This is an optimization exercise on Yosys and OpenROAD, whose aim is small area, not a production implementation. Only simulation tests tie the RTL to the original design; equivalence was not proved. Power is estimated from default activity; no workload was simulated.

==> design/flow/design.v <==
package cpu_pmp_pkg;
    localparam logic [11:0] CSR_PMPCFG0  = 12'h3A0;
    localparam logic [11:0] CSR_PMPADDR0 = 12'h3B0;
    localparam int PMP_MAX_ENTRIES = 16;
    localparam logic [1:0] PMPCFG_A_OFF   = 2'd0;
    localparam logic [1:0] PMPCFG_A_TOR   = 2'd1;
    localparam logic [1:0] PMPCFG_A_NA4   = 2'd2;
    localparam logic [1:0] PMPCFG_A_NAPOT = 2'd3;
    localparam int CFG_L  = 7;
    localparam int CFG_A  = 3;
    localparam int CFG_X  = 2;
    localparam int CFG_W  = 1;
    localparam int CFG_R  = 0;
endpackage
module cpu_pmp_match #(
    parameter int ENTRIES = 16
) (
    input  logic [ENTRIES-1:0][31:0] pmpaddr,   
    input  logic [ENTRIES-1:0]       valid,     
    input  logic [ENTRIES-1:0][31:0] dc,        
    input  logic [ENTRIES-1:0]       tor,       
    input  logic [ENTRIES-1:0]       nx,        
    input  logic [ENTRIES-1:0]       napot,     
    input  logic [ENTRIES-1:0][2:0]  perm,      
    input  logic [ENTRIES-1:0]       lock,
    input  logic [31:0]              addr,
    input  logic                     mmode,
    output logic [2:0]               rwx,
    output logic                     hit
);
    logic [29:0]        w;
    logic [ENTRIES-1:0] lt;
    logic [ENTRIES-1:0] match;
    logic               wz;
    logic               unused_addr_bits;
    assign w                = addr[31:2];
    assign unused_addr_bits = ^addr[1:0];
    assign wz               = ~|w[29:1];
    for (genvar i = 0; i < ENTRIES; i++) begin : g_entry
        logic [30:0] c;
        logic [29:0] ok;
        logic        eq_raw;
        logic        eq;
        assign c[0] = 1'b0;
        for (genvar j = 0; j < 30; j++) begin : g_bit
            assign c[j+1] = pmpaddr[i][j] ? (~w[j] | c[j]) : (~w[j] & c[j]);
            assign ok[j]  = (w[j] ~^ pmpaddr[i][j]) | dc[i][j];
        end
        assign lt[i] = valid[i] & (c[30] | pmpaddr[i][31] | pmpaddr[i][30]);
        assign eq_raw = (&ok) & (~pmpaddr[i][31] | dc[i][31]) & (~pmpaddr[i][30] | dc[i][30]);
        assign eq     = valid[i] ? eq_raw : (wz & (~w[0] | napot[i]));
        if (i == 0) begin : g_first
            assign match[i] = (tor[i] & lt[i]) | (nx[i] & eq);
        end else begin : g_rest
            assign match[i] = (tor[i] & lt[i] & ~lt[i-1]) | (nx[i] & eq);
        end
    end
    always_comb begin
        hit = 1'b0;
        rwx = mmode ? 3'b111 : 3'b000;
        for (int i = ENTRIES - 1; i >= 0; i--) begin
            if (match[i]) begin
                hit = 1'b1;
                rwx = (lock[i] || !mmode) ? perm[i] : 3'b111;
            end
        end
    end
endmodule
module cpu_pmp #(
    parameter int                      ENTRIES      = 16,
    parameter int                      LOOKUP_PORTS = 2
) (
    input  logic                          clk_i,
    input  logic                          rst_i,
    input  logic [11:0]                   read_addr_i,
    input  logic                          read_enable_i,
    output logic [31:0]                   read_data_o,
    input  logic [11:0]                   write_addr_i,
    input  logic [31:0]                   write_data_i,
    input  logic                          write_enable_i,
    input  logic [LOOKUP_PORTS*32-1:0]    lookup_addr_i,
    input  logic [LOOKUP_PORTS-1:0]       lookup_mmode_i,
    output logic [LOOKUP_PORTS*3-1:0]     lookup_rwx_o,
    output logic [LOOKUP_PORTS-1:0]       lookup_hit_o
);
    logic [ENTRIES-1:0][5:0]  cfg_q;
    logic [ENTRIES-1:0][31:0] addr_q;
    logic [ENTRIES-1:0]       addr_v;
    logic [ENTRIES-1:0]       lock;
    logic [ENTRIES-1:0][1:0]  mode;
    logic [ENTRIES-1:0][2:0]  perm;
    logic [ENTRIES-1:0][7:0]  cfg_byte;
    logic [ENTRIES-1:0]       tor;
    logic [ENTRIES-1:0]       nx;
    logic [ENTRIES-1:0]       napot;
    logic [ENTRIES-1:0][31:0] dc;
    logic                     rd_cfg_hit;
    logic                     rd_addr_hit;
    logic                     wr_cfg_hit;
    logic                     wr_addr_hit;
    logic [31:0]              rd_data;
    logic [ENTRIES-1:0]       addr_we;
    logic [ENTRIES-1:0]       cfg_we;
    assign rd_cfg_hit  = read_addr_i[11:2]  == cpu_pmp_pkg::CSR_PMPCFG0[11:2];
    assign rd_addr_hit = read_addr_i[11:4]  == cpu_pmp_pkg::CSR_PMPADDR0[11:4];
    assign wr_cfg_hit  = write_addr_i[11:2] == cpu_pmp_pkg::CSR_PMPCFG0[11:2];
    assign wr_addr_hit = write_addr_i[11:4] == cpu_pmp_pkg::CSR_PMPADDR0[11:4];
    for (genvar i = 0; i < ENTRIES; i++) begin : g_dec
        assign lock[i]  = cfg_q[i][5];
        assign mode[i]  = cfg_q[i][4:3];
        assign perm[i]  = cfg_q[i][2:0];
        assign cfg_byte[i] = {cfg_q[i][5], 2'b00, cfg_q[i][4:0]};
        assign tor[i]   = mode[i] == cpu_pmp_pkg::PMPCFG_A_TOR;
        assign nx[i]    = mode[i][1];
        assign napot[i] = mode[i] == cpu_pmp_pkg::PMPCFG_A_NAPOT;
        assign dc[i][0] = napot[i];
        for (genvar j = 1; j < 32; j++) begin : g_dc
            assign dc[i][j] = dc[i][j-1] & addr_q[i][j-1];
        end
        if (i < ENTRIES - 1) begin : g_tl
            assign addr_we[i] = write_enable_i && wr_addr_hit && write_addr_i[3:0] == 4'(i) &&
                                !lock[i] && !(lock[i+1] && tor[i+1]);
        end else begin : g_tl_last
            assign addr_we[i] = write_enable_i && wr_addr_hit && write_addr_i[3:0] == 4'(i) &&
                                !lock[i];
        end
        assign cfg_we[i] = write_enable_i && wr_cfg_hit && write_addr_i[1:0] == 2'(i / 4) &&
                           !lock[i];
    end
    always_comb begin
        rd_data = '0;
        for (int i = 0; i < ENTRIES; i++) begin
            if (rd_cfg_hit && read_addr_i[1:0] == 2'(i / 4))
                rd_data[8*(i%4) +: 8] = cfg_byte[i];
            if (rd_addr_hit && read_addr_i[3:0] == 4'(i) && addr_v[i])
                rd_data = addr_q[i];
        end
    end
    always_ff @(posedge clk_i or posedge rst_i) begin
        if (rst_i) begin
            cfg_q       <= '0;
            addr_v      <= '0;
            read_data_o <= '0;
        end else begin
            read_data_o <= read_enable_i ? rd_data : '0;
            for (int i = 0; i < ENTRIES; i++) begin
                if (cfg_we[i]) begin
                    cfg_q[i] <= {write_data_i[8*(i%4) + 7], write_data_i[8*(i%4) + 2 +: 3],
                                 write_data_i[8*(i%4) + 1] & write_data_i[8*(i%4)],
                                 write_data_i[8*(i%4)]};
                end
                if (addr_we[i])
                    addr_v[i] <= 1'b1;
            end
        end
    end
    always_ff @(posedge clk_i) begin
        for (int i = 0; i < ENTRIES; i++) begin
            if (addr_we[i])
                addr_q[i] <= write_data_i;
        end
    end
    for (genvar p = 0; p < LOOKUP_PORTS; p++) begin : g_port
        cpu_pmp_match #(
            .ENTRIES (ENTRIES)
        ) u_match (
            .pmpaddr (addr_q),
            .valid   (addr_v),
            .dc      (dc),
            .tor     (tor),
            .nx      (nx),
            .napot   (napot),
            .perm    (perm),
            .lock    (lock),
            .addr    (lookup_addr_i[32*p +: 32]),
            .mmode   (lookup_mmode_i[p]),
            .rwx     (lookup_rwx_o[3*p +: 3]),
            .hit     (lookup_hit_o[p])
        );
    end
endmodule
==> design/flow/run.sh <==
#!/bin/bash
# synth_recipe.tcl (not shown) runs the flow's synth.tcl, then flattens the netlist and writes it again
# the make line also repeats each setting of config.mk as NAME=value (left out here)
make -C /OpenROAD-flow-scripts/flow DESIGN_CONFIG=/design/flow/config.mk WORK_HOME=/design/flow/orfs CLKGATE_MAP_FILE= SYNTH_SCRIPT=/design/flow/synth_recipe.tcl finish
==> design/flow/config.mk <==
export PLATFORM = sky130hd
export DESIGN_NAME = cpu_pmp
export DESIGN_NICKNAME = cpu_pmp
export VERILOG_FILES = /design/flow/design.v
export SDC_FILE = /design/flow/constraint.sdc
export NUM_CORES = 4
export LEC_CHECK = 0
export ABC_AREA = 1
export CAP_MARGIN = 20
export CORE_MARGIN = 2
export CORE_UTILIZATION = 40
export SLEW_MARGIN = 20
==> design/flow/constraint.sdc <==
create_clock -name core_clock -period 11.0 [get_ports {clk_i}]
set_input_delay 2.2000 -clock core_clock [delete_from_list [all_inputs] [get_ports {clk_i}]]
set_output_delay 2.2000 -clock core_clock [all_outputs]
set_load 0.01 [all_outputs]
==> out/results.txt, run 1 <==
setup violators final - 0
Yosys top cell by area - edfxtp_1
reg2reg path depth - 17
ys async rst share - 0.220
global-route wire length before repair - 441 mm
Pre-antenna DRT Iters - 6
CP most frequent cell - nand2_1
initial antenna violation count - 6
startpoint types - flip-flop
Crit. Startpoint - addr_q[480]$_DFFE_PP_
Final HPWL DP - 254 mm
Starting Density - 0.403
sequential share of the synthesized area - 0.313
core area - 0.150 mm2
synth unique cells - 79
Hold Path Class - flip-flop to flip-flop
CP max stage cell - edfxtp_1
Hold Violations, Final - 0
H-tree depth - 3
Rows - 142
WS Path Type - flip-flop to output port
largest net degree at the start of global routing - 83
Primary FF master, synth - edfxtp_1
post-synth top area share - 0.254
Syn Inst Count - 9517
Final Power - 6.81 mW
reg-to-reg endpoint - read_data_o[19]$_DFF_PP0_
Final nets - 9860
root buf cell - clkbuf_16
GPL Wtd Cong - 1.03
vias in the first global route - 65038
chip width - 393 um
CTS sink count - 656
Tcrit/Tclk final - 0.958
clk slew on worst S/H paths - 0.06 ns
Synth-to-Final Area Change - 13.4%
RSZ-0062 raised after global routing - false
Worst Path Arrival - 8.34 ns
endpoint type of the worst setup path - output port
final wirelength - 316 mm
fmax - 94.9 MHz
Via density - 5.76
Worst Skew - 0.0279 ns
wire per inst - 26.8 um
outcome - timing/DRC/antenna clean
most frequent cell after synthesis - nand2_1
crit path time final - 10.54 ns
I/O pins - 166
drc violations - 0
die height - 393 um
Synth Warn # - 2
maximum clock path buffer count - 3
end of the critical path - lookup_rwx_o[3]
layout cells sized above 1 - 0.0848
max cap viols - 0
DR vias - 67894
post-route setup TNS - 0 ns
Syn Area/Cell - 6.36 um2
CP required - 8.80 ns
R2R setup slack - 5.73 ns
grt ovf - 0
worst-path fanout max - 7
Clk Latency, worst-skew pair - 0.73 ns
launching point of the worst reg2reg path - addr_v[0]$_DFFE_PP0P_
max-slew violations - 0
CTS tree - yes
PnR worst setup slack - 0.459 ns
pre-CTS worst setup slack - 0.623 ns
Post-Syn Nets - 9679
I/O Buffers - 161
worst-margin pin slew - 1.17 ns
Max VDD drop - 109 uV
pwr dens - 99.1 mW/mm2
CTS Buf Count - 90
Slew Limit Headroom - 0.218
Static Leakage - 33.3 nW
Yosys reg bits - 656
die area - 0.155 mm2
EDFF count, synth - 512
most frequent cells after synthesis - nand2_1, inv_1, nor2_1
Netlist Area Pre-Place - 0.0606 mm2
Starting DRT DRC Count - 7509
Max stage delay on crit path - 0.63 ns
top cells by area, synth - edfxtp_1, nand2_1, inv_1, dfrtp_1, o21ai_0
GRT Util Overall - 0.399
Antenna Violating Nets Remaining - 0
post-CTS setup buffers - 0
==> what timing repair did <==
action                                  CTS  global route
endpoints found under the setup margin    0             4
endpoints found under the hold margin     0             0
gates resized for setup                   0             2
hold buffers                              0             0
==> layer usage <==
| metal | global-route usage | share of wire | wire length [um] |
|---|---|---|---|
| met5 | 0 | 0.00011 | 35 |
| met4 | 0.262 | 0.078 | 24600 |
| met3 | 0.0573 | 0.089 | 28300 |
| met2 | 0.641 | 0.45 | 142000 |
| met1 | 0.499 | 0.38 | 122000 |
==> stage by stage <==
stage               area (um2)  std cells  utilization  hold WS, ns
CTS                      68500      11785        0.456        0.499
global route             68700      11791        0.457        0.522
floorplan                60600       9517            -        0.453
detailed placement       65500      11616        0.436        0.486
global placement         65400      11615        0.436        0.468
finish                   68700      11793        0.457        0.506
==> logic make-up after synthesis <==
logic type | Yosys count | synth area share
AO/OA/AOI/OAI | 1809 | 0.185
XOR/XNOR | 164 | 0.0237
adder cells (fa/ha/maj) | 36 | 0.00744
buffers and inverters | 1924 | 0.121
flip-flops | 656 | 0.313
AND/OR/NAND/NOR | 4928 | 0.349
==> placed cells by master, fill, tap and decap left out, types with 68 or more instances in the layout <==
| cell | instances |
|---|---|
| o221ai_1 | 91 |
| clkbuf_16 | 93 |
| clkdlybuf4s50_1 | 156 |
| nor2_2 | 68 |
| xnor2_1 | 143 |
| nand3_1 | 233 |
| a21oi_1 | 370 |
| nand2_2 | 99 |
| o21ai_0 | 636 |
| nand2_1 | 3368 |
| nor2_1 | 698 |
| nor2_4 | 92 |
| dfrtp_1 | 144 |
| o22ai_1 | 231 |
| inv_1 | 1531 |
| buf_4 | 243 |
| o211ai_1 | 137 |
| edfxtp_1 | 512 |
| nand4_1 | 119 |
==> how the worst min path moves through the flow <==
stage | startpoint | endpoint | slack [ns] | cells after the start
floorplan | cfg_q[19]$_DFFE_PP0P_ | cfg_q[19]$_DFFE_PP0P_ | 0.45 | 2
global placement | cfg_q[92]$_DFFE_PP0P_ | cfg_q[92]$_DFFE_PP0P_ | 0.47 | 2
detailed placement | cfg_q[19]$_DFFE_PP0P_ | cfg_q[19]$_DFFE_PP0P_ | 0.49 | 2
CTS | cfg_q[8]$_DFFE_PP0P_ | cfg_q[8]$_DFFE_PP0P_ | 0.50 | 2
global route | cfg_q[8]$_DFFE_PP0P_ | cfg_q[8]$_DFFE_PP0P_ | 0.52 | 2
finish | cfg_q[42]$_DFFE_PP0P_ | cfg_q[42]$_DFFE_PP0P_ | 0.51 | 2
==> registers in the layout (all words and copies together), names as in the netlist <==
register	flops
read_data_o	32
addr_v	16
addr_q	512
cfg_q	96
==> worst max-delay path, delay by kind of cell (launching register included) <==
kind,cells,cell delay [ns]
buffers and inverters,3,0.88
AO/OA/AOI/OAI,1,0.32
AND/OR/NAND/NOR,39,5.78
flip-flops,1,0.63
==> final cells by class <==
class	instances	area [um2]
tap	2016	2520
inverter	1600	6010
clock inverter	49	528
sequential	656	19000
antenna	2	5.00
timing repair buffer	413	3620
multi-input combinational	6937	34500
fill	15659	81400
clock buffer	120	2530
==> report_power, final <==
part	leakage, nW	internal, mW	switching (mW)
combinational	25.3	0.271	0.705
clock	1.50	1.83	1.33
sequential	6.46	2.68	0.0000591
total	33.3	4.78	2.03
==> run 2, diff against run 1 <==
--- a/design/flow/design.v
+++ b/design/flow/design.v
@@ -99,6 +99,8 @@
     logic                     wr_cfg_hit;
     logic                     wr_addr_hit;
     logic [31:0]              rd_data;
+    logic [ENTRIES-1:0]       rd_addr_sel;
+    logic [ENTRIES/4-1:0]     rd_cfg_sel;
     logic [ENTRIES-1:0]       addr_we;
     logic [ENTRIES-1:0]       cfg_we;
     assign rd_cfg_hit  = read_addr_i[11:2]  == cpu_pmp_pkg::CSR_PMPCFG0[11:2];
@@ -127,13 +129,17 @@
         assign cfg_we[i] = write_enable_i && wr_cfg_hit && write_addr_i[1:0] == 2'(i / 4) &&
                            !lock[i];
     end
+    for (genvar i = 0; i < ENTRIES; i++) begin : g_rsel
+        assign rd_addr_sel[i] = read_enable_i && rd_addr_hit && read_addr_i[3:0] == 4'(i) && addr_v[i];
+    end
+    for (genvar k = 0; k < ENTRIES / 4; k++) begin : g_csel
+        assign rd_cfg_sel[k] = read_enable_i && rd_cfg_hit && read_addr_i[1:0] == 2'(k);
+    end
     always_comb begin
         rd_data = '0;
         for (int i = 0; i < ENTRIES; i++) begin
-            if (rd_cfg_hit && read_addr_i[1:0] == 2'(i / 4))
-                rd_data[8*(i%4) +: 8] = cfg_byte[i];
-            if (rd_addr_hit && read_addr_i[3:0] == 4'(i) && addr_v[i])
-                rd_data = addr_q[i];
+            rd_data = rd_data | ({32{rd_addr_sel[i]}} & addr_q[i]);
+            rd_data[8*(i%4) +: 8] = rd_data[8*(i%4) +: 8] | ({8{rd_cfg_sel[i/4]}} & cfg_byte[i]);
         end
     end
     always_ff @(posedge clk_i or posedge rst_i) begin
@@ -142,7 +148,7 @@
             addr_v      <= '0;
             read_data_o <= '0;
         end else begin
-            read_data_o <= read_enable_i ? rd_data : '0;
+            read_data_o <= rd_data;
             for (int i = 0; i < ENTRIES; i++) begin
                 if (cfg_we[i]) begin
                     cfg_q[i] <= {write_data_i[8*(i%4) + 7], write_data_i[8*(i%4) + 2 +: 3],
==> design/flow/flow/run.sh (new file) <==
#!/bin/bash
# Own layout flow: the standard flow (standard.sh), with these changes:
#  - synthesis: ABC's mapping script is flow/abc_map.script (delay-targeted
#    mapping with area recovery) instead of ORFS's minimum-delay mapping;
#    everything else in synthesis, register mapping included, is the standard flow's.
#  - port buffers are buf_4 cells (ORFS picks clkdlybuf4s50_1).
#  - clock tree synthesis inserts no dummy loads and uses clkbuf_4/clkbuf_8
#    buffers.
# Each tool's output is in own_flow.log and ORFS's logs under orfs/logs.
set -euo pipefail
W=$(pwd)
{
  echo 'proc abc {args} {'
  echo '  set i [lsearch -exact $args -script]'
  echo "  if {\$i >= 0} { set args [lreplace \$args \$i [expr {\$i + 1}] -script $W/flow/abc_map.script] }"
  echo '  yosys abc {*}$args'
  echo '}'
  cat synth_recipe.tcl
} > own_synth.tcl
sed "s#SYNTH_SCRIPT=[^ ]*synth_recipe.tcl#SYNTH_SCRIPT=$W/own_synth.tcl#" standard.sh > own_standard.sh
grep -q "SYNTH_SCRIPT=$W/own_synth.tcl" own_standard.sh
export BUFFER_PORTS_ARGS="-buffer_cell sky130_fd_sc_hd__buf_4"
export CTS_ARGS="-sink_clustering_enable -repair_clock_nets -dont_use_dummy_load -buf_list {sky130_fd_sc_hd__clkbuf_4 sky130_fd_sc_hd__clkbuf_8}"
bash own_standard.sh > own_flow.log 2>&1
==> design/flow/flow/abc_map.script (new file) <==
strash
dch
map -D 3500
topo
stime -c
==> design/flow/standard.sh (new file) <==
#!/bin/bash
# synth_recipe.tcl (not shown) runs the flow's synth.tcl, then flattens the netlist and writes it again
# the make line also repeats each setting of config.mk as NAME=value (left out here)
make -C /OpenROAD-flow-scripts/flow DESIGN_CONFIG=/design/flow/config.mk WORK_HOME=/design/flow/orfs CLKGATE_MAP_FILE= SYNTH_SCRIPT=/design/flow/synth_recipe.tcl "${@:-finish}"
--- a/design/flow/config.mk
+++ b/design/flow/config.mk
@@ -5,8 +5,9 @@
 export SDC_FILE = /design/flow/constraint.sdc
 export NUM_CORES = 4
 export LEC_CHECK = 0
-export ABC_AREA = 1
 export CAP_MARGIN = 20
 export CORE_MARGIN = 2
-export CORE_UTILIZATION = 40
+export CORE_UTILIZATION = 35
+export GPL_TIMING_DRIVEN = 0
+export SETUP_SLACK_MARGIN = 0.3
 export SLEW_MARGIN = 20
removed: design/flow/run.sh
==> run 2 against run 1 <==
  * Now fails the layout checks on setup timing
  * Core utilization is 2.6 points lower
  * Area after synthesis decreased by 13%
  * Combinational power shrank 3.4%
  * Clock power fell by 26%
  * Clock skew is 0.037 ns higher
  * Design area down 6.0%
  * Wire length up 24%
==> out/results.txt, run 2 <==
pwr dens - 92.2 mW/mm2
Syn Inst Count - 7777
I/O Buffers - 161
met3 WL - 60.9 mm
WP buf/inv - 5
largest net degree at the start of global routing - 55
Max stage delay on crit path - 0.57 ns
die height - 392 um
Final HPWL DP - 300 mm
met2 wire len - 153 mm
commonest cells after routing, fill and taps aside - nand2_1, nor2_1, clkinv_1
Static Leakage - 23.8 nW
SO Viols - setup timing
Hold Startpoint - cfg_q[3]$_DFFE_PP0P_
Slew Limit Headroom - 0.148
Tcrit/Tclk final - 1.00
CP max stage cell - o31ai_4
die area - 0.154 mm2
chip width - 392 um
Design Area, Final - 0.0646 mm2
DR vias - 68566
fin cells - 10367
H-tree depth - 4
CP required - 8.80 ns
WS Path Type - input pin to output port
most frequent cell after synthesis - nand2_1
final wirelength - 393 mm
launching point of the worst reg2reg path - addr_v[12]$_DFFE_PP0P_
GRT Util Overall - 0.493
endpoint type of the worst setup path - output port
Rows - 142
Core Util, Final - 0.431
Via density - 6.61
outcome - finished with violations
reg2reg path depth - 8
grt ovf - 0
fmax - 90.7 MHz
Max VDD drop - 94.2 uV
most common cell after layout, fill and taps aside - nand2_1
top cells by area, synth - edfxtp_1, nand2_1, nor2_1, dfrtp_1, clkinv_1
EDFF count, synth - 512
setup violators final - 1
Area after DPL - 0.0588 mm2
Syn Area/Cell - 6.79 um2
Largest regs - addr_q (512), cfg_q (96), read_data_o (32)
Hold Violations, Final - 0
Yosys reg bits - 656
global-route wire length before repair - 515 mm
wire per inst - 37.9 um
Yosys top cell by area - edfxtp_1
PnR worst setup slack - -0.0248 ns
Worst Skew - 0.0646 ns
Starting Density - 0.353
RSZ-0062 raised after global routing - true
R2R setup slack - 6.66 ns
startpoint types - input pin
Pre-antenna DRT Iters - 9
CTS sink count - 656
Primary FF master, synth - edfxtp_1
ys async rst share - 0.220
Highest Signal Layer - met5
core area - 0.150 mm2
worst-margin pin slew - 1.28 ns
register with the most flip-flops - addr_q
DRT met1 WL - 149 mm
clk slew on worst S/H paths - 0.05 ns
Post-Syn Nets - 7939
most frequent cells after synthesis - nand2_1, nor2_1, clkinv_1
max-slew violations - 0
drc violations - 0
Final Power - 5.96 mW
Starting DRT DRC Count - 10979
Worst Path Arrival - 8.82 ns
layout cells sized above 1 - 0.138
max reg flops - 512
I/O pins - 166
CTS tree - yes
post-synth top area share - 0.291
Worst path top cell family by delay - compound AO/OA/AOI/OAI gates
Clk Latency, worst-skew pair - 0.92 ns
crit path time final - 11.02 ns
GPL Wtd Cong - 1.07
Synth-to-Final Area Change - 22.3%
Hold Path Class - flip-flop to flip-flop
synth unique cells - 50
max cap viols - 0
reg-to-reg endpoint - read_data_o[10]$_DFF_PP0_
Netlist Area Pre-Place - 0.0528 mm2
CTS Buf Count - 140
filler instances - 15776
maximum clock path buffer count - 3
Hold Path Sink - cfg_q[3]$_DFFE_PP0P_
vias in the first global route - 60936
CP most frequent cell - buf_4
Final nets - 8489
Placed Instances - 10087
hold path depth - 2
root buf cell - clkbuf_8
sequential share of the synthesized area - 0.359
pre-CTS worst setup slack - -2.23 ns
Antenna Violating Nets Remaining - 0
Synth Warn # - 2
initial antenna violation count - 35
worst-path fanout max - 14
-- run 2: metal layers --
layer	GRT usage	up-vias
li1	-	28797
met1	0.627	33034
met2	0.674	5483
met3	0.220	1214
met4	0.304	38
met5	0.00734	-
-- run 2: worst max-delay path by stage --
stage          cells past startpoint                   endpoint  slack (ns)                  start
2_1_floorplan                     27            lookup_rwx_o[3]        2.67      lookup_addr_i[34]
3_3_place_gp                      10  read_data_o[27]$_DFF_PP0_       -4.52         read_addr_i[6]
3_5_place_dp                      37            lookup_rwx_o[3]       -2.23  cfg_q[64]$_DFFE_PP0P_
4_1_cts                           37            lookup_rwx_o[3]        0.28  cfg_q[69]$_DFFE_PP0P_
5_1_grt                           32            lookup_rwx_o[5]        0.22      lookup_addr_i[34]
6_report                          27            lookup_rwx_o[0]       -0.02       lookup_addr_i[2]
-- run 2: per-stage QoR --
step                      setup TNS [ns]  hold slack (ns)
after floorplan                        0            0.461
after global placement           -130.57            0.473
after detailed placement          -14.63            0.480
after CTS                              0            0.495
after global routing                   0            0.524
final                            -0.0248            0.491
-- run 2: worst register-to-register path, cell delays in order, from the launching register on --
cell and delay, ns:
dfrtp_1 0.46, clkinv_1 0.31, nor4_2 0.77, buf_4 0.33, buf_2 0.24, clkinv_2 0.59
o22ai_1 0.99, a2111oi_0 0.31, nand4_1 0.23
-- run 2: area by class of cell --
class                           instances  area, um2  area share
Antenna cell                           26       65.1     0.00101
Buffer                                  2       15.0    0.000233
Clock buffer                          140       1930      0.0298
Inverter                              943       3720      0.0577
Multi-Input combinational cell       6176      33500       0.519
Sequential cell                       656      19000       0.294
Tap cell                             2016       2520      0.0391
Timing Repair Buffer                  406       3780      0.0586
Timing Repair inverter                  2       20.0    0.000310
-- run 2: power breakdown --
| group | internal (mW) | switching, mW |
|---|---|---|
| clock | 1.11 | 1.22 |
| combinational | 0.220 | 0.722 |
| sequential | 2.68 | 0.0000601 |
| total | 4.01 | 1.94 |
-- run 2: logic make-up (layout without fill, tap and decap cells) --
group / count (synthesis) / after routing / synth area share
fa+ha+maj: 36 / 36 / 0.00853
other cells: 0 / 26 / 0
xor+xnor: 81 / 81 / 0.0134
simple gates: 3726 / 3726 / 0.280
buf+inv: 945 / 1493 / 0.0673
compound gates: 2333 / 2333 / 0.272
flops: 656 / 656 / 0.359
-- run 2: what timing repair did --
item,4_1_cts,5_1_grt
resized for setup,426,264
setup endpoints to repair,8,8
setup buffers,68,44
hold buffers,0,0
cloned,1,1
pin swaps,65,92
==> run 3, diff against run 2 <==
==> design/flow/flow/abc_map.script (replaced) <==
strash
dch
map -D 3500 -B 0.9
topo
stime -c
--- a/design/flow/config.mk
+++ b/design/flow/config.mk
@@ -9,5 +9,5 @@
 export CORE_MARGIN = 2
 export CORE_UTILIZATION = 35
 export GPL_TIMING_DRIVEN = 0
-export SETUP_SLACK_MARGIN = 0.3
+export SETUP_SLACK_MARGIN = 0.5
 export SLEW_MARGIN = 20
==> run 3 against run 2 <==
  * Now clean on timing, DRC and antenna
  * Count of clock-buffer cells in the layout up 6
  * Wire length increased by 1.1%
  * Critical path type unchanged
  * Critical endpoint is now lookup_hit_o[0]
  * Area after synthesis grew 7.0%
==> out/results.txt, run 3 <==
largest family of logic cells by synthesized area - simple AND/OR/NAND/NOR gates
final wirelength - 397 mm
WP buf/inv - 5
met3 WL - 56.3 mm
commonest cells after routing, fill and taps aside - nand2_1, clkinv_1, nor2_1
drc violations - 0
post-synth top area share - 0.272
Pre-antenna DRT Iters - 6
vias in the first global route - 62668
Sequential Power Share - 0.441
Hold Path Class - flip-flop to flip-flop
hold_buf cts - 0
WS Path Type - input pin to output port
Sw Ratio - 0.330
Max stage delay on crit path - 0.33 ns
wire per inst - 33.7 um
DR vias - 71090
R2R setup slack - 6.48 ns
xor and xnor area share after synthesis - 0.0208
Antenna Violating Nets Remaining - 0
Rows - 147
pwr dens - 90.9 mW/mm2
Netlist Area Pre-Place - 0.0565 mm2
clk slew on worst S/H paths - 0.05 ns
CTS tree - yes
synth unique cells - 40
Largest regs - addr_q (512), cfg_q (96), read_data_o (32)
core area - 0.160 mm2
Hold Path Sink - cfg_q[60]$_DFFE_PP0P_
sequential share of the synthesized area - 0.336
Yosys reg bits - 656
endpoint type of the worst setup path - output port
Synth Area in Simple Gates - 0.361
most frequent cell after synthesis - nand2_1
CTS Buf Count - 146
EDFF count, synth - 512
most common cell after layout, fill and taps aside - nand2_1
Hold Violations, Final - 0
top cells by area, synth - edfxtp_1, nand2_1, clkinv_1, dfrtp_1, nor2_1
Hold Startpoint - cfg_q[60]$_DFFE_PP0P_
launching point of the worst reg2reg path - addr_v[5]$_DFFE_PP0P_
I/O pins - 166
largest net degree at the start of global routing - 65
Syn Area/Cell - 6.23 um2
die height - 406 um
ys async rst share - 0.220
Tcrit/Tclk final - 0.959
reg-to-reg endpoint - read_data_o[27]$_DFF_PP0_
most frequent cells after synthesis - nand2_1, clkinv_1, nor2_1
GRT Util Overall - 0.468
Yosys top cell by area - edfxtp_1
Final nets - 9790
clock network power share - 0.399
root buf cell - clkbuf_8
Via density - 6.03
Crit. Startpoint - lookup_addr_i[2]
max reg flops - 512
GPL Wtd Cong - 1.09
I/O Buffers - 161
crit path time final - 10.55 ns
layout cells sized above 1 - 0.105
Core Util, Final - 0.416
Final HPWL DP - 306 mm
register with the most flip-flops - addr_q
Worst Skew - 0.0918 ns
worst-margin pin slew - 1.35 ns
worst-path fanout max - 17
Psw - 2.00 mW
initial antenna violation count - 29
met2 wire len - 155 mm
hold path depth - 2
Max VDD drop - 127 uV
Clk Latency, worst-skew pair - 0.97 ns
die area - 0.165 mm2
H-tree depth - 4
Worst path top cell family by delay - simple AND/OR/NAND/NOR gates
fmax - 94.8 MHz
filler instances - 17443
Internal Pwr Total - 4.07 mW
compound-cell area share of the yosys netlist - 0.170
hold_ws - 0.476 ns
Synth Area in Adders - 0.00797
global-route wire length before repair - 524 mm
Primary FF master, synth - edfxtp_1
Static Leakage - 28.2 nW
mux contribution to synthesized area - 0
outcome - timing/DRC/antenna clean
Synth Warn # - 2
Synth-to-Final Area Change - 18.2%
reg2reg path depth - 7
Post-Syn Nets - 9236
RSZ-0062 raised after global routing - false
grt ovf - 0
setup violators final - 0
max-slew violations - 0
logic gate share of total power - 0.160
CP required - 8.80 ns
Starting Density - 0.352
number of cells on the critical path - 41
Worst Path Arrival - 8.35 ns
Starting DRT DRC Count - 11583
CP max stage cell - nor3b_1
DRT met1 WL - 157 mm
max cap viols - 0
CTS sink count - 656
Slew Limit Headroom - 0.0972
startpoint types - input pin
Highest Signal Layer - met5
maximum clock path buffer count - 3
CP most frequent cell - nand2_1
chip width - 406 um
Syn Inst Count - 9074
[run 3: cell count changes after synthesis, sizes merged, moves of 62 or more]
cell,change
nor2,-466
nand2,+1609
a21oi,-312
o211ai,-62
nand3,+106
o22ai,+97
o21ai,-85
clkinv,+627
a31oi,-95
[run 3: tightest hold or removal path, delay by kind of cell (launching register included)]
| family | cells | cell delay (ns) |
|---|---|---|
| compound gates | 1 | 0.07 |
| buf+inv | 1 | 0.04 |
| flops | 1 | 0.34 |
[run 3: logic make-up after synthesis]
logic type | after synthesis
xor gates and xnor gates | 134
buffers and inverters | 1572
DFF | 656
adders and majority gates | 36
and+or+nand+nor | 5099
AOI/OAI and AO/OA | 1577
[run 3: per-layer routing]
metal / vias to the layer above / GRT usage
met3: 967 / 0.171
met5: - / 0
met2: 5353 / 0.640
met1: 33563 / 0.622
li1: 31195 / -
met4: 12 / 0.285
[run 3: through the flow]
step / cell area [um2] / setup TNS (ns) / total power [mW] / setup slack, ns / cells
2_1_floorplan: 56500 / 0 / 3.15 / 2.18 / 9074
3_3_place_gp: 60400 / -393.36 / 3.63 / -6.87 / 11395
4_1_cts: 65800 / 0 / 6.01 / 0.504 / 11749
6_report: 66800 / 0 / 6.07 / 0.450 / 11795
5_1_grt: 66800 / 0 / 6.17 / 0.458 / 11787
3_5_place_dp: 62900 / -4.21 / 3.64 / -0.677 / 11563
[run 3: power by group through the flow]
| stage | combinational, mW | sequential, mW | clock [mW] |
|---|---|---|---|
| floorplan | 0.423 | 2.73 | 0 |
| global placement | 0.900 | 2.73 | 0 |
| detailed placement | 0.915 | 2.73 | 0 |
| CTS | 0.919 | 2.68 | 2.41 |
| global route | 1.01 | 2.68 | 2.49 |
| finish | 0.973 | 2.68 | 2.42 |
[run 3: how the worst max path moves through the flow]
stage	endpoint	slack [ns]
2_1_floorplan	addr_v[10]$_DFFE_PP0P_	2.18
3_3_place_gp	addr_v[10]$_DFFE_PP0P_	-6.87
3_5_place_dp	lookup_rwx_o[3]	-0.68
4_1_cts	lookup_rwx_o[4]	0.50
5_1_grt	lookup_rwx_o[3]	0.46
6_report	lookup_hit_o[0]	0.45
[run 3: layout make-up]
| cell class | instances | area (um2) | share of cell area |
|---|---|---|---|
| antenna | 9 | 22.5 | 0.000337 |
| buffer | 2 | 15.0 | 0.000225 |
| clock buffer | 146 | 2010 | 0.0301 |
| inverter | 1570 | 6000 | 0.0899 |
| multi-input combinational | 6846 | 33400 | 0.500 |
| sequential | 656 | 19000 | 0.284 |
| tap | 2160 | 2700 | 0.0405 |
| timing repair buffer | 406 | 3650 | 0.0546 |
[run 3: repair_timing]
| action | in CTS | in global routing |
|---|---|---|
| buffers inserted | 40 | 36 |
| pin swaps | 33 | 33 |
| gates resized for setup | 151 | 190 |
| setup endpoints to repair | 8 | 8 |
| endpoints found under the hold margin | 0 | 0 |
==> run 4, diff against run 3 <==
==> design/flow/flow/abc_map.script (replaced) <==
strash
dch
map -D 3500
topo
stime -c
--- a/design/flow/config.mk
+++ b/design/flow/config.mk
@@ -9,5 +9,5 @@
 export CORE_MARGIN = 2
 export CORE_UTILIZATION = 35
 export GPL_TIMING_DRIVEN = 0
-export SETUP_SLACK_MARGIN = 0.5
+export SETUP_SLACK_MARGIN = 0.8
 export SLEW_MARGIN = 20
==> run 4 against run 3 <==
  * Still clean on timing, DRC and antenna
  * Register-to-register slack improved by 0.13 ns
  * Wire length fell by 0.15%
  * Die area is 6.5% lower
  * Design area down 0.29%
  * Sequential power is essentially flat
  * Hold slack better by 0.021 ns
  * Global-route usage up 2.9 points
  * Area after synthesis fell by 6.6%
  * Total power fell by 1.1%
  * First-iteration DRC count decreased by 6.7%
  * Flip-flop and latch count did not move
  * Critical endpoint is now lookup_rwx_o[3]
  * Largest power group unchanged
==> out/results.txt, run 4 <==
outcome - timing/DRC/antenna clean
Synth-to-Final Area Change - 26.1%
GRT Util Overall - 0.497
Core Util, Final - 0.445
mux contribution to synthesized area - 0
CTS sink count - 656
ys async rst share - 0.220
compound-cell area share of the yosys netlist - 0.272
RSZ-0062 raised after global routing - true
max-slew violations - 0
endpoint type of the worst setup path - output port
most frequent cell after synthesis - nand2_1
Syn Inst Count - 7777
global-route wire length before repair - 520 mm
Internal Pwr Total - 4.03 mW
initial antenna violation count - 31
worst-margin pin slew - 1.28 ns
Starting DRT DRC Count - 10804
Starting Density - 0.353
Max VDD drop - 96.2 uV
die height - 392 um
Worst Skew - 0.0640 ns
register with the most flip-flops - addr_q
vias in the first global route - 61799
layout cells sized above 1 - 0.167
I/O Buffers - 161
drc violations - 0
Pre-antenna DRT Iters - 7
max cap viols - 0
sequential share of the synthesized area - 0.359
top cells by area, synth - edfxtp_1, nand2_1, nor2_1, dfrtp_1, clkinv_1
post-synth top area share - 0.291
Rows - 142
Yosys top cell by area - edfxtp_1
Sw Ratio - 0.328
startpoint types - input pin
Syn Area/Cell - 6.79 um2
hold_ws - 0.497 ns
H-tree depth - 4
Netlist Area Pre-Place - 0.0528 mm2
CP required - 8.80 ns
crit path time final - 10.45 ns
chip width - 392 um
CTS tree - yes
maximum clock path buffer count - 3
most frequent cells after synthesis - nand2_1, nor2_1, clkinv_1
Final Power - 6.01 mW
Yosys reg bits - 656
Largest regs - addr_q (512), cfg_q (96), read_data_o (32)
synth unique cells - 50
most common cell after layout, fill and taps aside - nand2_1
Final nets - 8545
Hold Violations, Final - 0
clk slew on worst S/H paths - 0.06 ns
Primary FF master, synth - edfxtp_1
WS Path Type - input pin to output port
Antenna Violating Nets Remaining - 0
Static Leakage - 24.5 nW
Slew Limit Headroom - 0.145
commonest cells after routing, fill and taps aside - nand2_1, nor2_1, clkinv_1
worst-path fanout max - 22
final wirelength - 396 mm
Final HPWL DP - 300 mm
Hold Path Class - flip-flop to flip-flop
DR vias - 69230
wire per inst - 38.1 um
Synth Warn # - 2
GPL Wtd Cong - 1.07
die area - 0.154 mm2
clock network power share - 0.390
Synth Area in Simple Gates - 0.280
xor and xnor area share after synthesis - 0.0134
Worst Path Arrival - 8.25 ns
fin cells - 10416
Via density - 6.65
Sequential Power Share - 0.446
max reg flops - 512
core area - 0.150 mm2
root buf cell - clkbuf_8
pwr dens - 90.2 mW/mm2
Post-Syn Nets - 7939
setup violators final - 0
CTS Buf Count - 140
Clk Latency, worst-skew pair - 0.94 ns
fmax - 95.7 MHz
Tcrit/Tclk final - 0.950
Psw - 1.97 mW
largest family of logic cells by synthesized area - simple AND/OR/NAND/NOR gates
grt ovf - 0
Synth Area in Adders - 0.00853
largest net degree at the start of global routing - 55
logic gate share of total power - 0.164
I/O pins - 166
EDFF count, synth - 512
Placed Instances - 10087
-- run 4: routing by layer --
layer / GRT usage / share of wire / up-vias
met3: 0.221 / 0.16 / 1352
met2: 0.674 / 0.38 / 5658
met4: 0.325 / 0.081 / 40
met1: 0.632 / 0.38 / 33281
li1: - / - / 28899
met5: 0 / 0.00070 / -
-- run 4: worst max-delay path: stages --
cell and delay, ns:
buf_4 0.45, clkinv_2 0.62, o21ai_0 0.37, a21oi_1 0.11, o21bai_1 0.26, a21oi_2 0.12
o21ai_2 0.20, a21oi_1 0.11, o211ai_1 0.57, a21oi_2 0.16, o21bai_4 0.25, o2bb2ai_2 0.19
a21oi_1 0.17, o21ai_1 0.23, a21oi_2 0.08, buf_4 0.17, nand2_1 0.11, o21ai_4 0.10
buf_4 0.17, o21bai_1 0.20, a31oi_1 0.16, o21bai_1 0.12, a21oi_2 0.23, o21bai_1 0.09
a21oi_1 0.20, o22ai_2 0.13, a21oi_4 0.23, buf_4 0.19
-- run 4: worst paths after layout --
check                                       from                         to  slack [ns]  depth (start not counted)
max                            lookup_addr_i[43]            lookup_rwx_o[3]        0.55                         28
min                         cfg_q[8]$_DFFE_PP0P_       cfg_q[8]$_DFFE_PP0P_        0.50                          2
max reg2reg                addr_v[6]$_DFFE_PP0P_   read_data_o[8]$_DFF_PP0_        6.61                          6
min reg2reg                 cfg_q[8]$_DFFE_PP0P_       cfg_q[8]$_DFFE_PP0P_        0.50                          2
max in group asynchronous                  rst_i  read_data_o[10]$_DFF_PP0_        8.50                          4
min in group asynchronous                  rst_i  read_data_o[25]$_DFF_PP0_        1.34                          2
-- run 4: cells by family (layout without fill, tap and decap cells) --
| family | Yosys count | count (layout) |
|---|---|---|
| DFF | 656 | 656 |
| and+or+nand+nor | 3726 | 3726 |
| buffers and inverters | 945 | 1549 |
| AOI/OAI and AO/OA | 2333 | 2333 |
| other | 0 | 19 |
| xor gates and xnor gates | 81 | 81 |
| adders and majority gates | 36 | 36 |
-- run 4: layout make-up --
| class | count | area (um2) |
|---|---|---|
| Antenna cell | 19 | 47.5 |
| Inverter | 943 | 3820 |
| Buffer | 2 | 15.0 |
| Timing Repair inverter | 6 | 101 |
| Timing Repair Buffer | 458 | 4300 |
| Multi-Input combinational cell | 6176 | 34800 |
| Sequential cell | 656 | 19000 |
| Clock buffer | 140 | 1930 |
| Fill cell | 15627 | 83200 |
| Tap cell | 2016 | 2520 |
-- run 4: power groups by stage --
stage	Combinational (mW)	Sequential [mW]	Clock [mW]
global placement	0.818	2.73	0
finish	0.986	2.68	2.34
global route	1.00	2.68	2.39
floorplan	0.357	2.73	0
CTS	0.899	2.68	2.31
detailed placement	0.830	2.73	0
-- run 4: what timing repair did --
item                                    4_1_cts  5_1_grt
gates resized for setup                     732      299
setup buffers                               109       55
endpoints found under the setup margin        8        8
gates cloned                                  4        2
hold buffers                                  0        0
pin swaps                                   188      189
endpoints found under the hold margin         0        0
-- run 4: metrics by stage --
stage               setup WS (ns)  TNS (ns)  instance area (um2)
global route                0.640         0                66500
finish                      0.552         0                66600
detailed placement          -2.23    -14.63                58800
global placement            -4.52   -130.57                56500
CTS                         0.729         0                64800
floorplan                    2.67         0                52800
==> run 5, diff against run 4 <==
--- a/design/flow/design.v
+++ b/design/flow/design.v
@@ -37,16 +37,31 @@
     assign unused_addr_bits = ^addr[1:0];
     assign wz               = ~|w[29:1];
     for (genvar i = 0; i < ENTRIES; i++) begin : g_entry
-        logic [30:0] c;
+        logic [29:0] e;
         logic [29:0] ok;
+        logic [5:0]  blt;
+        logic [5:0]  beq;
+        logic [6:0]  bc;
         logic        eq_raw;
         logic        eq;
-        assign c[0] = 1'b0;
         for (genvar j = 0; j < 30; j++) begin : g_bit
-            assign c[j+1] = pmpaddr[i][j] ? (~w[j] | c[j]) : (~w[j] & c[j]);
-            assign ok[j]  = (w[j] ~^ pmpaddr[i][j]) | dc[i][j];
-        end
-        assign lt[i] = valid[i] & (c[30] | pmpaddr[i][31] | pmpaddr[i][30]);
+            assign e[j]  = w[j] ~^ pmpaddr[i][j];
+            assign ok[j] = e[j] | dc[i][j];
+        end
+        for (genvar b = 0; b < 6; b++) begin : g_blk
+            logic [5:0] c;
+            assign c[0] = 1'b0;
+            for (genvar k = 0; k < 5; k++) begin : g_k
+                assign c[k+1] = pmpaddr[i][5*b+k] ? (~w[5*b+k] | c[k]) : (~w[5*b+k] & c[k]);
+            end
+            assign blt[b] = c[5];
+            assign beq[b] = &e[5*b +: 5];
+        end
+        assign bc[0] = 1'b0;
+        for (genvar b = 0; b < 6; b++) begin : g_comb
+            assign bc[b+1] = blt[b] | (beq[b] & bc[b]);
+        end
+        assign lt[i] = valid[i] & (bc[6] | pmpaddr[i][31] | pmpaddr[i][30]);
         assign eq_raw = (&ok) & (~pmpaddr[i][31] | dc[i][31]) & (~pmpaddr[i][30] | dc[i][30]);
         assign eq     = valid[i] ? eq_raw : (wz & (~w[0] | napot[i]));
         if (i == 0) begin : g_first
==> design/flow/flow/abc_map.script (replaced) <==
strash
dch
map -D 3500 -B 0.9
topo
stime -c
--- a/design/flow/config.mk
+++ b/design/flow/config.mk
@@ -9,5 +9,5 @@
 export CORE_MARGIN = 2
 export CORE_UTILIZATION = 35
 export GPL_TIMING_DRIVEN = 0
-export SETUP_SLACK_MARGIN = 0.8
+export SETUP_SLACK_MARGIN = 0.5
 export SLEW_MARGIN = 20
==> run 5 against run 4 <==
  * Clock power down 2%
  * Sequential power about the same
  * Wire length decreased by 9.2%
==> out/results.txt, run 5 <==
Final nets - 9011
global-route wire length before repair - 485 mm
setup violators final - 0
most frequent cell after synthesis - nand2_1
Pre-antenna DRT Iters - 9
vias in the first global route - 61420
endpoint type of the worst setup path - output port
post-route setup TNS - 0 ns
chip width - 404 um
Synth-to-Final Area Change - 14.9%
most frequent cells after synthesis - nand2_1, nor2_1, clkinv_1
synth unique cells - 54
CP required - 8.80 ns
ys async rst share - 0.220
CTS Buf Count - 139
most common cell after layout, fill and taps aside - nand2_1
hold_buf cts - 0
top cells by area, synth - edfxtp_1, nand2_1, nor2_1, clkinv_1, dfrtp_1
drc violations - 0
GRT Util Overall - 0.426
GPL Wtd Cong - 1.10
root buf cell - clkbuf_8
Starting Density - 0.353
RSZ-0062 raised after global routing - true
Syn Area/Cell - 6.79 um2
max reg flops - 512
filler instances - 16740
layout cells sized above 1 - 0.0824
die height - 404 um
clk slew on worst S/H paths - 0.05 ns
Final Power - 5.93 mW
Netlist Area Pre-Place - 0.0561 mm2
Clk Latency, worst-skew pair - 0.92 ns
commonest cells after routing, fill and taps aside - nand2_1, nor2_1, clkinv_1
final wirelength - 360 mm
EDFF count, synth - 512
Tcrit/Tclk final - 0.959
pwr dens - 91.9 mW/mm2
outcome - timing/DRC/antenna clean
wire per inst - 33.4 um
startpoint types - input pin
Yosys reg bits - 656
sequential share of the synthesized area - 0.338
Core Util, Final - 0.406
maximum clock path buffer count - 3
pre-CTS worst setup slack - -0.318 ns
Slew Limit Headroom - 0.157
grt ovf - 0
register with the most flip-flops - addr_q
Syn Inst Count - 8264
WS Path Type - input pin to output port
fmax - 94.8 MHz
crit path time final - 10.54 ns
Worst Skew - 0.0764 ns
Largest regs - addr_q (512), cfg_q (96), read_data_o (32)
Static Leakage - 24.9 nW
worst-path fanout max - 21
initial antenna violation count - 32
hold_ws - 0.493 ns
largest net degree at the start of global routing - 69
worst-margin pin slew - 1.25 ns
Synth Warn # - 2
Final HPWL DP - 274 mm
Yosys top cell by area - edfxtp_1
post-synth top area share - 0.274
core area - 0.159 mm2
Worst Path Arrival - 8.34 ns
Post-Syn Nets - 8582
H-tree depth - 4
Hold Violations, Final - 0
I/O pins - 166
Hold Path Class - flip-flop to flip-flop
Antenna Violating Nets Remaining - 0
Rows - 146
max cap viols - 0
Via density - 6.37
DR vias - 68651
Starting DRT DRC Count - 10977
max-slew violations - 0
PnR worst setup slack - 0.456 ns
Primary FF master, synth - edfxtp_1
die area - 0.163 mm2
CTS tree - yes
CTS sink count - 656
I/O Buffers - 161
Max VDD drop - 126 uV
[run 5: cell count changes after synthesis, moves of 101 or more]
| cell | before | now |
|---|---|---|
| nor2_1 | 1348 | 1483 |
| ha_1 | 36 | 192 |
| a21oi_1 | 610 | 393 |
| nand3_1 | 182 | 344 |
| nand4_1 | 116 | 217 |
| o21ai_0 | 629 | 485 |
| clkinv_1 | 943 | 1128 |
| xor2_1 | 28 | 151 |
[run 5: worst max-delay path, cell delays in order]
cell and delay (ns):
buf_4 0.40, clkinv_1 1.04, nor2_1 0.45, nor3_1 0.11, a211oi_1 0.21, a211oi_1 0.07
a311oi_1 0.75, o21ai_0 0.62, a311oi_2 0.77, o221ai_1 0.39, nand4_1 0.19, nand2_1 0.20
nor4_1 0.35, nand4_1 0.21, buf_4 0.17, buf_4 0.13
[run 5: power breakdown]
| group | switching [mW] | internal (mW) |
|---|---|---|
| Combinational | 0.726 | 0.229 |
| Clock | 1.19 | 1.11 |
| Sequential | 0.0000460 | 2.68 |
| Total | 1.91 | 4.01 |
[run 5: final cells by class]
| cell class | instances | area (um2) | share of cell area |
|---|---|---|---|
| clock buffers | 139 | 1910 | 0.0297 |
| diodes | 18 | 45.0 | 0.000699 |
| flip-flops and latches | 656 | 19000 | 0.295 |
| multi-input cells | 6478 | 33700 | 0.524 |
| well taps | 2072 | 2590 | 0.0402 |
| repair buffers | 288 | 2830 | 0.0439 |
| inverters | 1128 | 4330 | 0.0671 |
| plain buffers | 2 | 15.0 | 0.000233 |
[run 5: per-layer routing]
| layer | part of all wire | vias up | track usage |
|---|---|---|---|
| met1 | 0.39 | 32752 | 0.556 |
| met4 | 0.075 | 18 | 0.264 |
| met3 | 0.14 | 1037 | 0.140 |
| met2 | 0.40 | 5049 | 0.603 |
| met5 | 0.00044 | - | 0 |
| li1 | - | 29795 | - |
[run 5: repair_timing]
action	in CTS	in global routing
gates resized for setup	44	138
setup buffers	5	13
pin swaps	3	18
endpoints found under the setup margin	8	8
[run 5: kinds of logic (layout without fill, tap and decap cells)]
kind of cell,after synthesis,count (layout),share of synthesized area
other,0,18,0
adders and majority gates,193,193,0.0430
buffers and inverters,1130,1557,0.0758
and+or+nand+nor,4398,4398,0.327
xor gates and xnor gates,182,182,0.0284
AOI/OAI and AO/OA,1703,1703,0.187
muxes,2,2,0.000402
DFF,656,656,0.338
[run 5: per-stage QoR]
step                      cell area (um2)  std cells
after floorplan                     56100       8264
after global placement              59900      10497
after detailed placement            61700      10604
after CTS                           63800      10748
after global routing                64400      10767
final                               64400      10781
[run 5: worst paths after layout]
kind	cells after the start	to	slack (ns)	start
max reg2reg	7	read_data_o[10]$_DFF_PP0_	7.19	addr_v[12]$_DFFE_PP0P_
max in group asynchronous	3	read_data_o[10]$_DFF_PP0_	8.92	rst_i
min in group asynchronous	2	read_data_o[0]$_DFF_PP0_	1.26	rst_i
min	2	cfg_q[68]$_DFFE_PP0P_	0.49	cfg_q[68]$_DFFE_PP0P_
max	16	lookup_hit_o[1]	0.46	lookup_addr_i[45]
min reg2reg	2	cfg_q[68]$_DFFE_PP0P_	0.49	cfg_q[68]$_DFFE_PP0P_
==> run 6, diff against run 5 <==
--- a/design/flow/config.mk
+++ b/design/flow/config.mk
@@ -7,7 +7,6 @@
 export LEC_CHECK = 0
 export CAP_MARGIN = 20
 export CORE_MARGIN = 2
-export CORE_UTILIZATION = 35
-export GPL_TIMING_DRIVEN = 0
-export SETUP_SLACK_MARGIN = 0.5
+export CORE_UTILIZATION = 40
+export SETUP_SLACK_MARGIN = 0.2
 export SLEW_MARGIN = 20
==> run 6 against run 5 <==
  * Still clean
  * First-iteration DRC count up 1.2%
  * Sequential power about the same
  * Area after synthesis unchanged
  * Wire length down 2.7%
  * Hold slack better by 0.00089 ns
  * Via count up 0.99%
  * Count of clock-buffer cells in the layout unchanged
  * Maximum frequency up 0.73%
  * Flip-flop and latch count unchanged
==> out/results.txt, run 6 <==
outcome - timing/DRC/antenna clean
Sequential Power Share - 0.454
filler instances - 14564
Yosys top cell by area - edfxtp_1
Placed Instances - 10517
DR vias - 69332
worst-margin pin slew - 1.37 ns
hold path depth - 2
ys async rst share - 0.220
Synth-to-Final Area Change - 13.7%
Starting DRT DRC Count - 11105
Yosys reg bits - 656
Max VDD drop - 84.2 uV
Area after DPL - 0.0616 mm2
final wirelength - 350 mm
synth unique cells - 54
chip width - 378 um
largest net degree at the start of global routing - 54
hold_buf cts - 0
hold_ws - 0.494 ns
Via density - 6.50
drc violations - 0
startpoint types - input pin
fin cells - 10668
Design Area, Final - 0.0638 mm2
Internal Pwr Total - 4.02 mW
Syn Area/Cell - 6.79 um2
CP max stage cell - ha_1
GR Layer Usage met1 - 0.595
fmax - 95.5 MHz
Worst Path Arrival - 8.27 ns
GPL Wtd Cong - 1.12
Max stage delay on crit path - 0.52 ns
GRT busiest layer - met2
logic gate share of total power - 0.163
sequential share of the synthesized area - 0.338
initial antenna violation count - 27
CP required - 8.80 ns
H-tree depth - 4
worst-path fanout max - 8
Hold Path Class - flip-flop to flip-flop
layout cells sized above 1 - 0.0788
Seq. cell area - 0.0190 mm2
Hold Path Sink - cfg_q[79]$_DFFE_PP0P_
grt ovf - 0
root buf cell - clkbuf_8
Static Leakage - 25.0 nW
WS Path Type - input pin to output port
Netlist Area Pre-Place - 0.0561 mm2
Pre-antenna DRT Iters - 7
Rows - 137
Hold Violations, Final - 0
post-route setup TNS - 0 ns
Sw Ratio - 0.317
max cap viols - 0
CP most frequent cell - nand2_1
Final HPWL DP - 265 mm
CTS sink count - 656
most frequent cell after synthesis - nand2_1
Syn Inst Count - 8264
Antenna Violating Nets Remaining - 0
multi-input logic area - 0.0334 mm2
CTS Buf Count - 139
setup violators final - 0
top cells by area, synth - edfxtp_1, nand2_1, nor2_1, clkinv_1, dfrtp_1
Primary FF master, synth - edfxtp_1
Worst Skew - 0.0762 ns
crit path time final - 10.47 ns
global-route wire length before repair - 473 mm
most frequent cells after synthesis - nand2_1, nor2_1, clkinv_1
I/O pins - 166
Starting Density - 0.402
die area - 0.143 mm2
register with the most flip-flops - addr_q
GR Util met3 - 0.203
Tcrit/Tclk final - 0.952
R2R setup slack - 7.28 ns
clock network power share - 0.383
commonest cells after routing, fill and taps aside - nand2_1, nor2_1, clkinv_1
die height - 378 um
vias in the first global route - 62042
pwr dens - 92.4 mW/mm2
reg2reg path depth - 7
wire per inst - 32.8 um
post-synth top area share - 0.274
Clk Latency, worst-skew pair - 0.93 ns
Synth Warn # - 2
I/O Buffers - 161
CTS tree - yes
clk slew on worst S/H paths - 0.06 ns
GRT met2 Usage - 0.649
Post-Syn Nets - 8582
maximum clock path buffer count - 3
Final nets - 9102
EDFF count, synth - 512
core area - 0.139 mm2
launching point of the worst reg2reg path - addr_v[5]$_DFFE_PP0P_
Slew Limit Headroom - 0.0794
reg-to-reg endpoint - read_data_o[12]$_DFF_PP0_
RSZ-0062 raised after global routing - false
Psw - 1.87 mW
most common cell after layout, fill and taps aside - nand2_1
max-slew violations - 0
endpoint type of the worst setup path - output port
max reg flops - 512
Largest regs - addr_q (512), cfg_q (96), read_data_o (32)
Hold Startpoint - cfg_q[79]$_DFFE_PP0P_
GRT Util Overall - 0.476
-- run 6: cell types whose count changed in the layout (fill, tap and decap cells not counted), moves of 9 or more --
cell	delta
buf_12	-20
buf_16	-18
buf_2	-17
buf_4	+156
clkinv_1	+38
clkinv_2	-19
inv_4	-10
nand2_1	+15
nand2_2	-15
nand3_1	+9
nor2_1	+32
nor2_2	-18
nor2_4	-14
o21ai_0	+11
-- run 6: cell type report --
class	count	share of cell area
multi-input combinational	6478	0.523
sequential	656	0.298
inverter	1128	0.0665
timing repair buffer	381	0.0454
tap	1876	0.0368
clock buffer	139	0.0300
antenna	10	0.000392
-- run 6: kinds of logic (layout without fill, tap and decap cells) --
group           Yosys count  count (layout)  synth area share
compound gates         1703            1703             0.187
xor+xnor                182             182            0.0284
fa+ha+maj               193             193            0.0430
buf+inv                1130            1648            0.0758
flops                   656             656             0.338
mux                       2               2          0.000402
other cells               0              10                 0
simple gates           4398            4398             0.327
-- run 6: what timing repair did --
item	CTS	global route
setup endpoints to repair	5	8
resized for setup	2	65
setup buffers	0	2
pin swaps	0	5
-- run 6: power groups by stage --
stage	clock, mW	combinational (mW)	sequential, mW
6_report	2.26	0.960	2.68
5_1_grt	2.33	0.985	2.68
4_1_cts	2.25	0.897	2.68
3_5_place_dp	0	0.894	2.73
3_3_place_gp	0	0.892	2.73
2_1_floorplan	0	0.406	2.73
-- run 6: critical path: cells and delay by family --
kind / cells / cell delay (ns)
fa+ha+maj: 1 / 0.52
simple gates: 35 / 4.35
compound gates: 2 / 0.25
buf+inv: 4 / 0.94
-- run 6: worst max-delay path by stage --
stage	depth (start not counted)	to	slack, ns	startpoint
2_1_floorplan	4	addr_v[13]$_DFFE_PP0P_	2.38	write_addr_i[11]
3_3_place_gp	41	lookup_rwx_o[2]	0.93	lookup_addr_i[2]
3_5_place_dp	41	lookup_rwx_o[1]	0.97	lookup_addr_i[2]
4_1_cts	39	lookup_rwx_o[0]	0.21	addr_q[480]$_DFFE_PP_
5_1_grt	41	lookup_rwx_o[1]	0.19	cfg_q[70]$_DFFE_PP0P_
6_report	42	lookup_rwx_o[0]	0.53	lookup_addr_i[2]
-- run 6: per-stage QoR --
stage               power, mW   util  setup slack [ns]
detailed placement       3.62  0.442             0.971
global route             5.99  0.457             0.194
finish                   5.89  0.458             0.533
CTS                      5.82  0.456             0.213
global placement         3.62  0.442             0.929
floorplan                3.13      -              2.38
-- run 6: routing by layer --
metal  vias up  wire length, um
li1      29972                -
met1     32324           128000
met4        26            30900
met3      1337            56600
met2      5673           135000
met5         -              307
==> run 7, diff against run 6 <==
==> design/flow/flow/abc_map.script (replaced) <==
strash
dch
map -D 3500
topo
stime -c
--- a/design/flow/config.mk
+++ b/design/flow/config.mk
@@ -8,5 +8,5 @@
 export CAP_MARGIN = 20
 export CORE_MARGIN = 2
 export CORE_UTILIZATION = 40
-export SETUP_SLACK_MARGIN = 0.2
+export SETUP_SLACK_MARGIN = 0.3
 export SLEW_MARGIN = 20
==> run 7 against run 6 <==
  * Now fails the layout checks on slew limit
  * Sequential share of layout area barely moved
  * Register-to-register slack worse by 0.86 ns
  * Clock power hardly changed
  * First-iteration DRC count increased by 11%
  * Worst setup slack got worse by 0.38 ns
  * Sequential power about the same
  * Area after synthesis is 2.7% lower
  * Core utilization is 1.3 points higher
  * Critical path depth is 21 lower
  * Total power increased by 0.89%
  * Design area hardly changed
  * Largest power group unchanged
==> out/results.txt, run 7 <==
max reg flops - 512
Pre-antenna DRT Iters - 9
fmax - 92.2 MHz
EDFF count, synth - 512
Sw Ratio - 0.322
filler instances - 13824
sequential share of the synthesized area - 0.348
vias in the first global route - 60957
Tcrit/Tclk final - 0.986
layout cells sized above 1 - 0.110
CTS tree - yes
crit path time final - 10.85 ns
Syn Inst Count - 7731
Psw - 1.92 mW
Clk Latency, worst-skew pair - 0.92 ns
Worst Skew - 0.0623 ns
Via density - 6.77
startpoint types - input pin
DR vias - 69097
I/O pins - 166
Slew Limit Headroom - -0.0326
final wirelength - 364 mm
Synth-to-Final Area Change - 17.0%
Rows - 135
Starting DRT DRC Count - 12320
DRT met1 WL - 136 mm
worst-margin pin slew - 1.55 ns
pwr dens - 93.2 mW/mm2
CP max stage cell - a21oi_1
most frequent cell after synthesis - nor2_1
global-route wire length before repair - 488 mm
clock network power share - 0.386
Post-Syn Nets - 8049
Final HPWL DP - 276 mm
Final nets - 8729
synth unique cells - 56
most common cell after layout, fill and taps aside - nor2_1
Sequential Power Share - 0.450
Core Util, Final - 0.471
SO Viols - slew limit
post-synth top area share - 0.282
GRT Util Overall - 0.501
Hold Violations, Final - 0
hold_buf cts - 0
most frequent cells after synthesis - nor2_1, nand2_1, clkinv_1
PnR worst setup slack - 0.150 ns
Hold Path Class - flip-flop to flip-flop
logic gate share of total power - 0.164
outcome - finished with violations
Antenna Violating Nets Remaining - 0
post-route setup TNS - 0 ns
R2R setup slack - 6.42 ns
Final Power - 5.95 mW
grt ovf - 0
endpoint type of the worst setup path - output port
ys async rst share - 0.220
Internal Pwr Total - 4.03 mW
Netlist Area Pre-Place - 0.0546 mm2
RSZ-0062 raised after global routing - false
die height - 373 um
critical-path cell list - buf_4 -> clkinv_1 -> a21oi_1 -> o211a_1 -> nand4_1 -> o21ai_0 -> a221oi_1 -> buf_2 -> o221ai_1 -> a21oi_1 -> nor3_1 -> nor3_1 -> a21oi_1 -> nor3_1 -> a21oi_1 -> nand2_1 -> nor3_1 -> nand3_1 -> nor3_1 -> nand4_1 -> buf_4
clk slew on worst S/H paths - 0.05 ns
die area - 0.139 mm2
initial antenna violation count - 26
Worst Path Arrival - 8.65 ns
chip width - 373 um
Largest regs - addr_q (512), cfg_q (96), read_data_o (32)
Highest Signal Layer - met5
top cells by area, synth - edfxtp_1, nor2_1, nand2_1, dfrtp_1, clkinv_1
commonest cells after routing, fill and taps aside - nor2_1, nand2_1, clkinv_1
Yosys top cell by area - edfxtp_1
Max VDD drop - 88.1 uV
Static Leakage - 23.1 nW
Syn Area/Cell - 7.06 um2
Max stage delay on crit path - 0.79 ns
I/O Buffers - 161
pre-CTS worst setup slack - 0.200 ns
H-tree depth - 4
Starting Density - 0.403
CP required - 8.80 ns
CTS Buf Count - 139
Synth Warn # - 2
CTS sink count - 656
max cap viols - 0
drc violations - 0
wire per inst - 35.7 um
GPL Wtd Cong - 1.14
Yosys reg bits - 656
setup violators final - 0
largest net degree at the start of global routing - 86
CP most frequent cell - nor3_1
WS Path Type - input pin to output port
met3 WL - 59.7 mm
maximum clock path buffer count - 3
core area - 0.135 mm2
root buf cell - clkbuf_8
register with the most flip-flops - addr_q
worst-path fanout max - 18
Primary FF master, synth - edfxtp_1
max-slew violations - 2
met2 wire len - 137 mm
[run 7: cell types whose count changed after synthesis, sizes merged, moves of 55 or more]
cell	previous run	this run
o21ai	485	610
a21oi	393	496
clkinv	1128	926
xor2	151	96
nand2	1983	1042
nand4	217	134
nor3	162	238
nor2	1483	1921
nand3	344	184
[run 7: worst paths after layout]
check	startpoint	end	cells after the start
setup reg to reg	addr_v[6]$_DFFE_PP0P_	read_data_o[25]$_DFF_PP0_	7
setup / recovery	lookup_addr_i[41]	lookup_hit_o[1]	21
min in group asynchronous	rst_i	cfg_q[72]$_DFFE_PP0P_	2
hold reg to reg	addr_v[13]$_DFFE_PP0P_	addr_v[13]$_DFFE_PP0P_	1
hold / removal	addr_v[13]$_DFFE_PP0P_	addr_v[13]$_DFFE_PP0P_	1
max in group asynchronous	rst_i	read_data_o[21]$_DFF_PP0_	3
[run 7: timing repair]
action | CTS | global route
pin swaps | 2 | 19
setup endpoints to repair | 7 | 8
buffers inserted | 2 | 16
gates resized for setup | 27 | 167
[run 7: worst max-delay path: cells and delay by family]
kind,cells,cell delay [ns]
buffers and inverters,4,1.25
AOI/OAI and AO/OA,8,3.63
and+or+nand+nor,9,1.54
[run 7: cells by family (layout without fill, tap and decap cells)]
family / after synthesis / after routing / share of synthesized area
AO/OA/AOI/OAI: 2105 / 2105 / 0.239
XOR/XNOR: 176 / 176 / 0.0283
adder cells (fa/ha/maj): 192 / 192 / 0.0440
buffers and inverters: 928 / 1606 / 0.0640
flip-flops: 656 / 656 / 0.348
other: 0 / 11 / 0
AND/OR/NAND/NOR: 3674 / 3674 / 0.276
[run 7: layout make-up]
cell class,instances,area (um2),share of cell area
Antenna cell,11,27.5,0.000431
Clock buffer,139,1910,0.0300
Inverter,926,3510,0.0550
Multi-Input combinational cell,6147,33100,0.519
Sequential cell,656,19000,0.297
Tap cell,1781,2230,0.0349
Timing Repair Buffer,541,4060,0.0636
[run 7: per-layer routing]
| metal | up-vias | global-route usage |
|---|---|---|
| met5 | - | 0 |
| met4 | 32 | 0.352 |
| met3 | 1257 | 0.216 |
| met2 | 5883 | 0.666 |
| met1 | 32710 | 0.644 |
| li1 | 29215 | - |
[run 7: power by group through the flow]
stage / Sequential, mW / Clock (mW) / Combinational [mW]
finish: 2.68 / 2.29 / 0.975
global route: 2.68 / 2.36 / 0.992
CTS: 2.68 / 2.27 / 0.904
detailed placement: 2.73 / 0 / 0.900
global placement: 2.73 / 0 / 0.901
floorplan: 2.73 / 0 / 0.389
[run 7: stage by stage]
stage	hold slack, ns	instance area (um2)	std cells
final	0.531	63800	10201
after global routing	0.549	63800	10191
after CTS	0.525	63000	10172
after detailed placement	0.513	61000	10031
after global placement	0.506	61000	10030
after floorplan	0.492	54600	7731

[re-timing with driven ports]
Ports are ideal in the flow. The routed layouts listed here were re-timed in OpenROAD.
Step 1: set_driving_cell puts a clkbuf_16 on clk_i and a buf_2 on each other input, an assumption about the parent block.
Step 2 adds t to the input delays and takes it off the output delays; t is the mean of the earliest and latest rising clock arrival at the registers after step 1. Input paths then give back, and output paths get back, about the clock's delay inside the block.
Slacks: ideal / step 1 / step 2; pairs: ideal / step 1.
| run | shift t [ns] | setup slack, ns | worst setup path after step 2 | worst register clock-pin slew, ns |
|---|---|---|---|---|
| run 1 | 0.795 | 0.459 / 0.375 / 0.455 | input to output | 0.07 / 0.07 |
| run 2 | 0.986 | -0.025 / -0.066 / -0.066 | input to output | 0.07 / 0.07 |
| run 3 | 1.021 | 0.450 / 0.423 / 0.423 | input to output | 0.07 / 0.07 |
| run 4 | 0.980 | 0.552 / 0.493 / 0.493 | input to output | 0.07 / 0.07 |
| run 5 | 0.981 | 0.456 / 0.432 / 0.432 | input to output | 0.07 / 0.07 |
| run 6 | 0.980 | 0.533 / 0.451 / 0.505 | input to output | 0.07 / 0.07 |
| run 7 | 0.962 | 0.150 / 0.127 / 0.127 | input to output | 0.07 / 0.07 |
The setup slack of run 4, which loses most, moves by -0.059 ns with the drivers and by -0.059 ns with both steps.
